Background: an optimization exercise with open tools, aiming at small area. Do not read the settings as production practice.
Only simulation tests tie the RTL to the original design; equivalence was not proved.

==> inputs of job 6556 <==
==> flow/design.v <==
`timescale 1ns/100ps
package game_pkg;
    typedef enum logic [2:0] {
        PH_REST,
        PH_INIT,
        PH_DEPLOY,
        PH_PLACE,
        PH_HURT,
        PH_PURSE,
        PH_INCOME,
        PH_FINISH
    } phase_t;
    typedef logic [14:0] money_t;
    typedef logic [2:0]  level_t;
    localparam int     NUM_LEVELS = 8;
    localparam level_t MAX_LEVEL  = level_t'(NUM_LEVELS - 1);
    localparam int     CD_W       = 5;   
    function automatic money_t UPGRADE_PRICE(input level_t lv);
        case (lv)
            3'd0:    UPGRADE_PRICE = 15'd50;
            3'd1:    UPGRADE_PRICE = 15'd100;
            3'd2:    UPGRADE_PRICE = 15'd150;
            3'd3:    UPGRADE_PRICE = 15'd200;
            3'd4:    UPGRADE_PRICE = 15'd300;
            3'd5:    UPGRADE_PRICE = 15'd400;
            3'd6:    UPGRADE_PRICE = 15'd500;
            default: UPGRADE_PRICE = 15'd0;
        endcase
    endfunction
    function automatic money_t MONEY_CAP(input level_t lv);
        case (lv)
            3'd0:    MONEY_CAP = 15'd200;
            3'd1:    MONEY_CAP = 15'd400;
            3'd2:    MONEY_CAP = 15'd600;
            3'd3:    MONEY_CAP = 15'd800;
            3'd4:    MONEY_CAP = 15'd1200;
            3'd5:    MONEY_CAP = 15'd1600;
            3'd6:    MONEY_CAP = 15'd2000;
            default: MONEY_CAP = 15'd2500;
        endcase
    endfunction
    function automatic logic [2:0] INCOME(input level_t lv);
        case (lv)
            3'd0:    INCOME = 3'd1;
            3'd1:    INCOME = 3'd2;
            3'd2:    INCOME = 3'd2;
            3'd3:    INCOME = 3'd3;
            3'd4:    INCOME = 3'd4;
            default: INCOME = 3'd5;
        endcase
    endfunction
endpackage
`timescale 1ns/100ps
package unit_pkg;
    typedef enum logic [1:0] {
        KILLER_BIRD,
        WHITE_BEAR,
        METAL_DUCK,
        BLACK_BEAR
    } unit_type_t;
    typedef logic [11:0] hp_t;
    function automatic game_pkg::money_t UNIT_COST(input logic [1:0] t);
        case (t)
            2'd0:    UNIT_COST = 15'd10;
            2'd1:    UNIT_COST = 15'd25;
            2'd2:    UNIT_COST = 15'd40;
            default: UNIT_COST = 15'd60;
        endcase
    endfunction
    function automatic hp_t UNIT_HP(input logic [1:0] t);
        case (t)
            2'd0:    UNIT_HP = 12'd100;
            2'd1:    UNIT_HP = 12'd300;
            2'd2:    UNIT_HP = 12'd200;
            default: UNIT_HP = 12'd500;
        endcase
    endfunction
endpackage
`timescale 1ns/100ps
module game_engine #(
    parameter int NUM_SLOTS = 8
) (
    input  logic                    clk_25MHz,
    input  logic                    rst,
    input  logic                    playing,
    input  logic                    game_init,
    input  logic                    frame_tick,
    input  logic [3:0]              deploy_press,
    input  logic                    upgrade_press,
    input  logic                    hit_valid,
    input  logic [2:0]              hit_slot,
    input  logic [11:0]             hit_amount,
    output logic [14:0]             money,
    output logic [2:0]              purse_level,
    output logic                    able_to_upgrade,
    output logic [3:0]              cd_busy,
    output logic [NUM_SLOTS-1:0]    army_alive,
    output logic [2*NUM_SLOTS-1:0]  army_type,
    output logic [12*NUM_SLOTS-1:0] army_hp
);
    localparam logic [2:0] PH_REST   = 3'd0;
    localparam logic [2:0] PH_INIT   = 3'd1;
    localparam logic [2:0] PH_DEPLOY = 3'd2;
    localparam logic [2:0] PH_PLACE  = 3'd3;
    localparam logic [2:0] PH_HURT   = 3'd4;
    localparam logic [2:0] PH_PURSE  = 3'd5;
    localparam logic [2:0] PH_INCOME = 3'd6;
    localparam logic [2:0] PH_FINISH = 3'd7;
    logic [2:0] phase, phase_nxt;
    always_comb begin
        if (!playing) begin
            phase_nxt = (phase == PH_REST && game_init) ? PH_INIT : PH_REST;
        end else begin
            case (phase)
                PH_REST:   phase_nxt = frame_tick ? PH_DEPLOY : PH_REST;
                PH_DEPLOY: phase_nxt = PH_PLACE;
                PH_PLACE:  phase_nxt = PH_HURT;
                PH_HURT:   phase_nxt = PH_PURSE;
                PH_PURSE:  phase_nxt = PH_INCOME;
                PH_INCOME: phase_nxt = PH_FINISH;
                default:   phase_nxt = PH_REST;
            endcase
        end
    end
    always_ff @(posedge clk_25MHz) begin
        if (rst) phase <= PH_REST;
        else     phase <= phase_nxt;
    end
    wire ph_init   = (phase == PH_INIT);
    wire ph_deploy = (phase == PH_DEPLOY);
    wire ph_place  = (phase == PH_PLACE);
    wire ph_hurt   = (phase == PH_HURT);
    wire ph_purse  = (phase == PH_PURSE);
    wire ph_income = (phase == PH_INCOME);
    wire ph_finish = (phase == PH_FINISH);
    wire clr       = rst | ph_init;
    logic [11:0] m;
    logic [2:0]  level;
    logic        ureq;
    logic [11:0] cost;    
    logic [11:0] price;
    logic [11:0] cap;
    logic [2:0]  inc;
    always_comb begin
        case (level)
            3'd0: begin price = 12'd50;  cap = 12'd200;  inc = 3'd1; end
            3'd1: begin price = 12'd100; cap = 12'd400;  inc = 3'd2; end
            3'd2: begin price = 12'd150; cap = 12'd600;  inc = 3'd2; end
            3'd3: begin price = 12'd200; cap = 12'd800;  inc = 3'd3; end
            3'd4: begin price = 12'd300; cap = 12'd1200; inc = 3'd4; end
            3'd5: begin price = 12'd400; cap = 12'd1600; inc = 3'd5; end
            3'd6: begin price = 12'd500; cap = 12'd2000; inc = 3'd5; end
            default: begin price = 12'd0; cap = 12'd2500; inc = 3'd5; end
        endcase
    end
    function automatic logic ge12(input logic [11:0] a, input logic [11:0] b);
        logic g;
        g = 1'b1;
        for (int k = 0; k < 12; k++) g = (a[k] & ~b[k]) | (a[k] & g) | (~b[k] & g);
        ge12 = g;
    endfunction
    wire able = ge12(m, price) && (level != 3'd7);
    logic over;
    always_comb begin
        case (level)
            3'd0: over = m[7] & m[6] & m[3];
            3'd1: over = m[8] & m[7] & (m[4] | (m[3] & m[2] & m[1] & m[0]));
            3'd2: over = m[9] & m[6] & m[4] & (m[3] | (m[2] & m[1] & m[0]));
            3'd3: over = m[9] & m[8] & (m[5] | (m[4] & m[3] & m[2] & m[1]));
            3'd4: over = m[10] & m[7] & m[5] & (m[4] | (m[3] & m[2] & (m[1] | m[0])));
            3'd5: over = m[10] & m[9] & (m[6] | (m[5] & m[4] & m[3] & m[2]));
            3'd6: over = m[10] & m[9] & m[8] & m[7] & m[6] & (m[4] | (m[3] & m[2]));
            default: over = m[11] & m[8] & m[7] & m[6];
        endcase
    end
    logic [11:0] addend;
    always_comb begin
        if (ph_deploy)     addend = ~cost;
        else if (ph_purse) addend = ~price;
        else if (over)     addend = {9'd0, cap[2:0] - m[2:0]};
        else               addend = {9'd0, inc};
    end
    logic [12:0] m_sum;
    always_comb begin
        logic c;
        c = ph_deploy | ph_purse;
        for (int k = 0; k < 12; k++) begin
            m_sum[k] = m[k] ^ addend[k] ^ c;
            c = (m[k] & addend[k]) | (m[k] & c) | (addend[k] & c);
        end
        m_sum[12] = c;
    end
    wire        m_ge  = m_sum[12];    
    wire [11:0] m_new = m_sum[11:0];
    wire upgrade_go = ph_purse && ureq && able;
    logic [3:0] req;
    logic [4:0] cd [4];
    logic [1:0] pick;
    logic       any_req;
    logic       spawn;
    logic       roster_full;
    always_comb begin
        any_req = |req;
        if (req[0])      pick = 2'd0;
        else if (req[1]) pick = 2'd1;
        else if (req[2]) pick = 2'd2;
        else if (req[3]) pick = 2'd3;
        else             pick = 2'd0;
        case (pick)
            2'd0: cost = 12'd10;
            2'd1: cost = 12'd25;
            2'd2: cost = 12'd40;
            default: cost = 12'd60;
        endcase
    end
    wire deploy_go = ph_deploy && any_req && !roster_full && m_ge;
    always_ff @(posedge clk_25MHz) begin
        if (clr) begin
            req <= '0;
            for (int b = 0; b < 4; b++) cd[b] <= '0;
        end else begin
            for (int b = 0; b < 4; b++) begin
                if (ph_deploy) req[b] <= 1'b0;
                else if (deploy_press[b] && !cd_busy[b]) req[b] <= 1'b1;
                if (deploy_go && pick == 2'(b)) cd[b] <= 5'd1;
                else if (ph_finish)
                    cd[b] <= {cd[b][3:0], (cd[b][4] ^ cd[b][2]) & (|cd[b][3:0])};
            end
        end
    end
    always_comb begin
        for (int b = 0; b < 4; b++) cd_busy[b] = (cd[b] != '0);
    end
    always_ff @(posedge clk_25MHz) begin
        spawn <= deploy_go;
    end
    always_ff @(posedge clk_25MHz) begin
        if (clr) begin
            m     <= '0;
            level <= '0;
            ureq  <= 1'b0;
        end else begin
            if (ph_purse) ureq <= 1'b0;
            else if (upgrade_press) ureq <= 1'b1;
            if (upgrade_go) level <= level + 3'd1;
            if (deploy_go || upgrade_go || ph_income) m <= m_new;
        end
    end
    assign money           = {3'b000, m};
    assign purse_level     = level;
    assign able_to_upgrade = able;
    logic [7:0]      alive;
    logic [1:0]      utype [8];
    logic [8:0]      hp    [8];
    logic [8:0]      rem   [8];
    assign roster_full = &alive;
    logic [7:0] free_sel;
    always_comb begin
        for (int i = 0; i < 8; i++) free_sel[i] = ~alive[i] & (&(alive | ~((8'd1 << i) - 8'd1)));
    end
    wire       spawn_place = spawn & ph_place;
    logic [8:0] hp_new;
    always_comb begin
        case (pick)
            2'd0: hp_new = 9'd100;
            2'd1: hp_new = 9'd300;
            2'd2: hp_new = 9'd200;
            default: hp_new = 9'd500;
        endcase
    end
    wire [8:0]  rem_sel = rem[hit_slot];
    logic [8:0] rem_dif;
    logic       rem_ok;      
    always_comb begin
        logic c;             
        c = 1'b1;
        for (int k = 0; k < 9; k++) begin
            rem_dif[k] = rem_sel[k] ^ ~hit_amount[k] ^ c;
            c = (rem_sel[k] & ~hit_amount[k]) | (rem_sel[k] & c) | (~hit_amount[k] & c);
        end
        rem_ok = c & ~|hit_amount[11:9];
    end
    wire [8:0]  rem_hit = rem_ok ? rem_dif : 9'd0;
    always_ff @(posedge clk_25MHz) begin
        for (int i = 0; i < 8; i++) begin
            if (!alive[i]) begin
                if (ph_deploy) rem[i] <= hp_new;
            end
            else if (hit_valid && hit_slot == 3'(i)) rem[i] <= rem_hit;
            if (clr) begin
                alive[i] <= 1'b0;
                utype[i] <= '0;
                hp[i]    <= '0;
            end else if (spawn_place && free_sel[i]) begin
                alive[i] <= 1'b1;
                utype[i] <= {rem[i][7], rem[i][8]};
                hp[i]    <= rem[i];
            end else if (ph_hurt && alive[i]) begin
                if (rem[i] == '0) alive[i] <= 1'b0;
                else hp[i] <= rem[i];
            end
        end
    end
    always_comb begin
        for (int i = 0; i < 8; i++) begin
            army_alive[i]          = alive[i];
            army_type[2*i +: 2]    = utype[i];
            army_hp[12*i +: 12]    = {3'b000, hp[i]};
        end
    end
endmodule
==> flow/flow/run.sh <==
#!/bin/bash
# Layout flow: the standard synthesis, then the combinational logic is
# re-mapped for area by ABC (amap) (registers, ports and their names are kept), then
# the standard layout from floorplan on. Ports are buffered with buf_1 and
# the clock tree is built without dummy loads.
set -euo pipefail
HERE=$(pwd)
FLOWDIR=$HERE/flow
RES=$HERE/orfs/results/$FLOW_PLATFORM/game_engine/base
YOSYS=$(command -v yosys || echo "$FLOW_HOME/../tools/install/yosys/bin/yosys")
LIB=$FLOW_HOME/platforms/$FLOW_PLATFORM/lib/sky130_fd_sc_hd__tt_025C_1v80.lib

export BUFFER_PORTS_ARGS="-buffer_cell sky130_fd_sc_hd__buf_1"
export CTS_ARGS="-sink_clustering_enable -repair_clock_nets -dont_use_dummy_load -buf_list sky130_fd_sc_hd__clkbuf_16 -sink_clustering_size 28 -sink_clustering_max_diameter 150"

# 1. standard synthesis
bash standard.sh "$RES/1_2_yosys.v" > standard_synth.log 2>&1

# 2. area re-mapping of the combinational logic
cp "$RES/1_2_yosys.v" "$HERE/synth_standard.v"
# the combinational cells' functions, as Verilog modules
"$YOSYS" -q -p "read_liberty -ignore_miss_func $LIB; delete sky130_fd_sc_hd__df* sky130_fd_sc_hd__edf* sky130_fd_sc_hd__sdf* sky130_fd_sc_hd__sedf* sky130_fd_sc_hd__dl* sky130_fd_sc_hd__conb_1 sky130_fd_sc_hd__lpflow* sky130_fd_sc_hd__probe*; write_verilog -noattr $HERE/comb_cells.v" > "$HERE/comb_cells.log" 2>&1
DONT=$(grep -o 'cell *( *"\?sky130_fd_sc_hd__\(lpflow\|probe\)[a-z0-9_]*' "$LIB" | sed 's/.*(\s*"\?//' | sort -u | sed 's/^/-dont_use /' | tr '\n' ' ')
sed -e "s#@LIB@#$LIB#g" -e "s#@IN@#$HERE/synth_standard.v#" -e "s#@OUT@#$HERE/synth_remapped.v#" \
    -e "s#@SCRIPT@#$FLOWDIR/remap.abc#" -e "s#@COMB@#$HERE/comb_cells.v#" -e "s#@DONT@#$DONT#" "$FLOWDIR/remap.ys" > "$HERE/remap_run.ys"
"$YOSYS" -s "$HERE/remap_run.ys" > "$HERE/remap.log" 2>&1
cp "$HERE/synth_remapped.v" "$RES/1_2_yosys.v"
touch "$RES/1_2_yosys.v"

# 3. the rest of the standard layout
bash standard.sh > standard_layout.log 2>&1
==> flow/flow/remap.abc <==
strash
dch -f
amap -F 10 -A 10
topo
==> flow/flow/remap.ys <==
# Registers and tie cells stay library cells; every combinational cell is
# turned back into plain logic and mapped again by ABC for area.
read_liberty -lib @LIB@
read_verilog @IN@
hierarchy -check -top game_engine
techmap -map @COMB@
techmap
rename -hide w:* o:* %d i:* %d
opt -purge
check -assert
abc -liberty @LIB@ -script @SCRIPT@ @DONT@
opt_clean -purge
setundef -zero
splitnets
opt_clean -purge
hilomap -singleton -hicell sky130_fd_sc_hd__conb_1 HI -locell sky130_fd_sc_hd__conb_1 LO
insbuf -buf sky130_fd_sc_hd__buf_4 A X
check -assert
stat -liberty @LIB@
write_verilog -noattr -nohex -nodec @OUT@
==> flow/standard.sh <==
#!/bin/bash
# synth_recipe.tcl (not shown) runs the flow's synth.tcl, then flattens the netlist and writes it again
# the make line also repeats each setting of config.mk as NAME=value (left out here)
make -C /OpenROAD-flow-scripts/flow DESIGN_CONFIG=/design/flow/config.mk WORK_HOME=/design/flow/orfs CLKGATE_MAP_FILE= SYNTH_SCRIPT=/design/flow/synth_recipe.tcl "${@:-finish}"
==> flow/config.mk <==
export PLATFORM = sky130hd
export DESIGN_NAME = game_engine
export DESIGN_NICKNAME = game_engine
export VERILOG_FILES = /design/flow/design.v
export SDC_FILE = /design/flow/constraint.sdc
export NUM_CORES = 4
export LEC_CHECK = 0
export ABC_AREA = 1
export CAP_MARGIN = 5
export CORE_MARGIN = 2
export CORE_UTILIZATION = 40
export SLEW_MARGIN = 5
==> flow/constraint.sdc <==
create_clock -name core_clock -period 10.0 [get_ports {clk_25MHz}]
set_input_delay 2.0000 -clock core_clock [delete_from_list [all_inputs] [get_ports {clk_25MHz}]]
set_output_delay 2.0000 -clock core_clock [all_outputs]
set_load 0.01 [all_outputs]
==> job 3151: changes against job 6556 <==
--- a/flow/design.v
+++ b/flow/design.v
@@ -160,24 +160,10 @@
         ge12 = g;
     endfunction
     wire able = ge12(m, price) && (level != 3'd7);
-    logic over;
-    always_comb begin
-        case (level)
-            3'd0: over = m[7] & m[6] & m[3];
-            3'd1: over = m[8] & m[7] & (m[4] | (m[3] & m[2] & m[1] & m[0]));
-            3'd2: over = m[9] & m[6] & m[4] & (m[3] | (m[2] & m[1] & m[0]));
-            3'd3: over = m[9] & m[8] & (m[5] | (m[4] & m[3] & m[2] & m[1]));
-            3'd4: over = m[10] & m[7] & m[5] & (m[4] | (m[3] & m[2] & (m[1] | m[0])));
-            3'd5: over = m[10] & m[9] & (m[6] | (m[5] & m[4] & m[3] & m[2]));
-            3'd6: over = m[10] & m[9] & m[8] & m[7] & m[6] & (m[4] | (m[3] & m[2]));
-            default: over = m[11] & m[8] & m[7] & m[6];
-        endcase
-    end
     logic [11:0] addend;
     always_comb begin
         if (ph_deploy)     addend = ~cost;
         else if (ph_purse) addend = ~price;
-        else if (over)     addend = {9'd0, cap[2:0] - m[2:0]};
         else               addend = {9'd0, inc};
     end
     logic [12:0] m_sum;
@@ -191,7 +177,20 @@
         m_sum[12] = c;
     end
     wire        m_ge  = m_sum[12];    
-    wire [11:0] m_new = m_sum[11:0];
+    logic [11:0] cap_less_inc;    
+    always_comb begin
+        case (level)
+            3'd0: cap_less_inc = 12'd200;
+            3'd1: cap_less_inc = 12'd399;
+            3'd2: cap_less_inc = 12'd599;
+            3'd3: cap_less_inc = 12'd798;
+            3'd4: cap_less_inc = 12'd1197;
+            3'd5: cap_less_inc = 12'd1596;
+            3'd6: cap_less_inc = 12'd1996;
+            default: cap_less_inc = 12'd2496;
+        endcase
+    end
+    wire [11:0] m_new = (ph_income && ge12(m, cap_less_inc)) ? cap : m_sum[11:0];
     wire upgrade_go = ph_purse && ureq && able;
     logic [3:0] req;
     logic [4:0] cd [4];
==> flow/run.sh (new file) <==
#!/bin/bash
# synth_recipe.tcl (not shown) runs the flow's synth.tcl, then flattens the netlist and writes it again
# the make line also repeats each setting of config.mk as NAME=value (left out here)
make -C /OpenROAD-flow-scripts/flow DESIGN_CONFIG=/design/flow/config.mk WORK_HOME=/design/flow/orfs CLKGATE_MAP_FILE= SYNTH_SCRIPT=/design/flow/synth_recipe.tcl finish
CAP_MARGIN = 20   (was 5)
CTS_BUF_LIST = sky130_fd_sc_hd__clkbuf_16   (was default)
CTS_CLUSTER_DIAMETER = 150   (was default)
CTS_CLUSTER_SIZE = 28   (was default)
SLEW_MARGIN = 20   (was 5)
removed: flow/flow/run.sh
removed: flow/flow/remap.abc
removed: flow/flow/remap.ys
removed: flow/standard.sh
==> impl_metrics.csv <==
group,metric,value,unit
setup_path,timing.rr.start,"level[2]$_SDFFE_PP0P_",
power_and_ir_drop,switching_share,25.2,%
power_and_ir_drop,clock_power,471,uW
global_route,grtUsageMet2,37.8,%
detailed_routing,via_count,8958,
setup_path,crit_path_cell_trace,"buf_1 > clkinv_1 > nor3_1 > a222oi_1 > nand4_1 > clkinv_1 > and3_1 > nor2_1 > nor2_1 > a222oi_1 > nor2b_1 > nor2_1 > and2_0 > o22ai_1 > nor2_1 > o21ai_0 > nor2_1 > o21ai_0 > nor2_1 > o21ai_0 > nand2_1 > a21oi_1 > o211ai_1 > o22ai_1",
cells_and_area,multi_input_area_share,37.8,%
cells_and_area,syn2layout_area_growth,13.6,%
cells_and_area,post_layout_nonfiller_instances,1534,
outcome,status,"complete, no violations",
setup_path,worstPathArrival,7.74,ns
global_route,grt_pass1_wl,45800,um
That was job 6556.
==> impl_metrics.csv <==
group,metric,value,unit
outcome,status,"complete, no violations",
power_and_ir_drop,switching_share,24.9,%
detailed_routing,via_count,9167,
run,max_cap_violations,0,
cells_and_area,multi_input_area_share,37.0,%
setup_path,worstPathArrival,8.05,ns
setup_path,timing.rr.start,"phase[0]$_SDFF_PP0_",
setup_path,crit_path_cell_trace,"clkdlybuf4s50_1 > clkinv_1 > nor3_1 > buf_4 > a22o_1 > a221oi_1 > nand3_1 > a21oi_1 > ha_1 > fa_1 > fa_1 > fa_1 > fa_1 > fa_1 > fa_1 > inv_1 > fa_1 > fa_1 > inv_1 > nor4_1 > inv_1 > nor2_1 > nand2_1 > o21ai_0",
cells_and_area,post_layout_nonfiller_instances,1736,
power_and_ir_drop,clock_power,488,uW
global_route,grt_pass1_wl,47700,um
cells_and_area,syn2layout_area_growth,19.2,%
That was job 3151.

separate check: timing with driven ports:
How much do the figures lean on ideal ports? The routed layouts below were timed once more, with nothing changed but the port constraints. Step 1, drivers: a clkbuf_16 drives clk_25MHz and a buf_2 each remaining input, both assumed. Step 2 moves the port delays by t, midway between the first and last clock arrival at a register: inputs arrive t later, outputs are due t later. That takes back most of the time a late clock gives input paths. a / b / c = ideal ports / drivers / drivers and shift; a / b = the first two.
| run | shift t [ns] | setup WS [ns] | hold WS [ns] |
|---|---|---|---|
| job 6556 | 0.508 | 2.570 / 2.570 / 2.063 | 0.498 / 0.498 / 0.498 |
| job 3151 | 0.515 | 2.269 / 2.285 / 1.770 | 0.451 / 0.451 / 0.451 |
After both steps every run listed still meets setup and hold. For job 6556, which loses most, drivers alone change the setup slack by 0.000 ns; drivers and shift together by -0.507 ns.
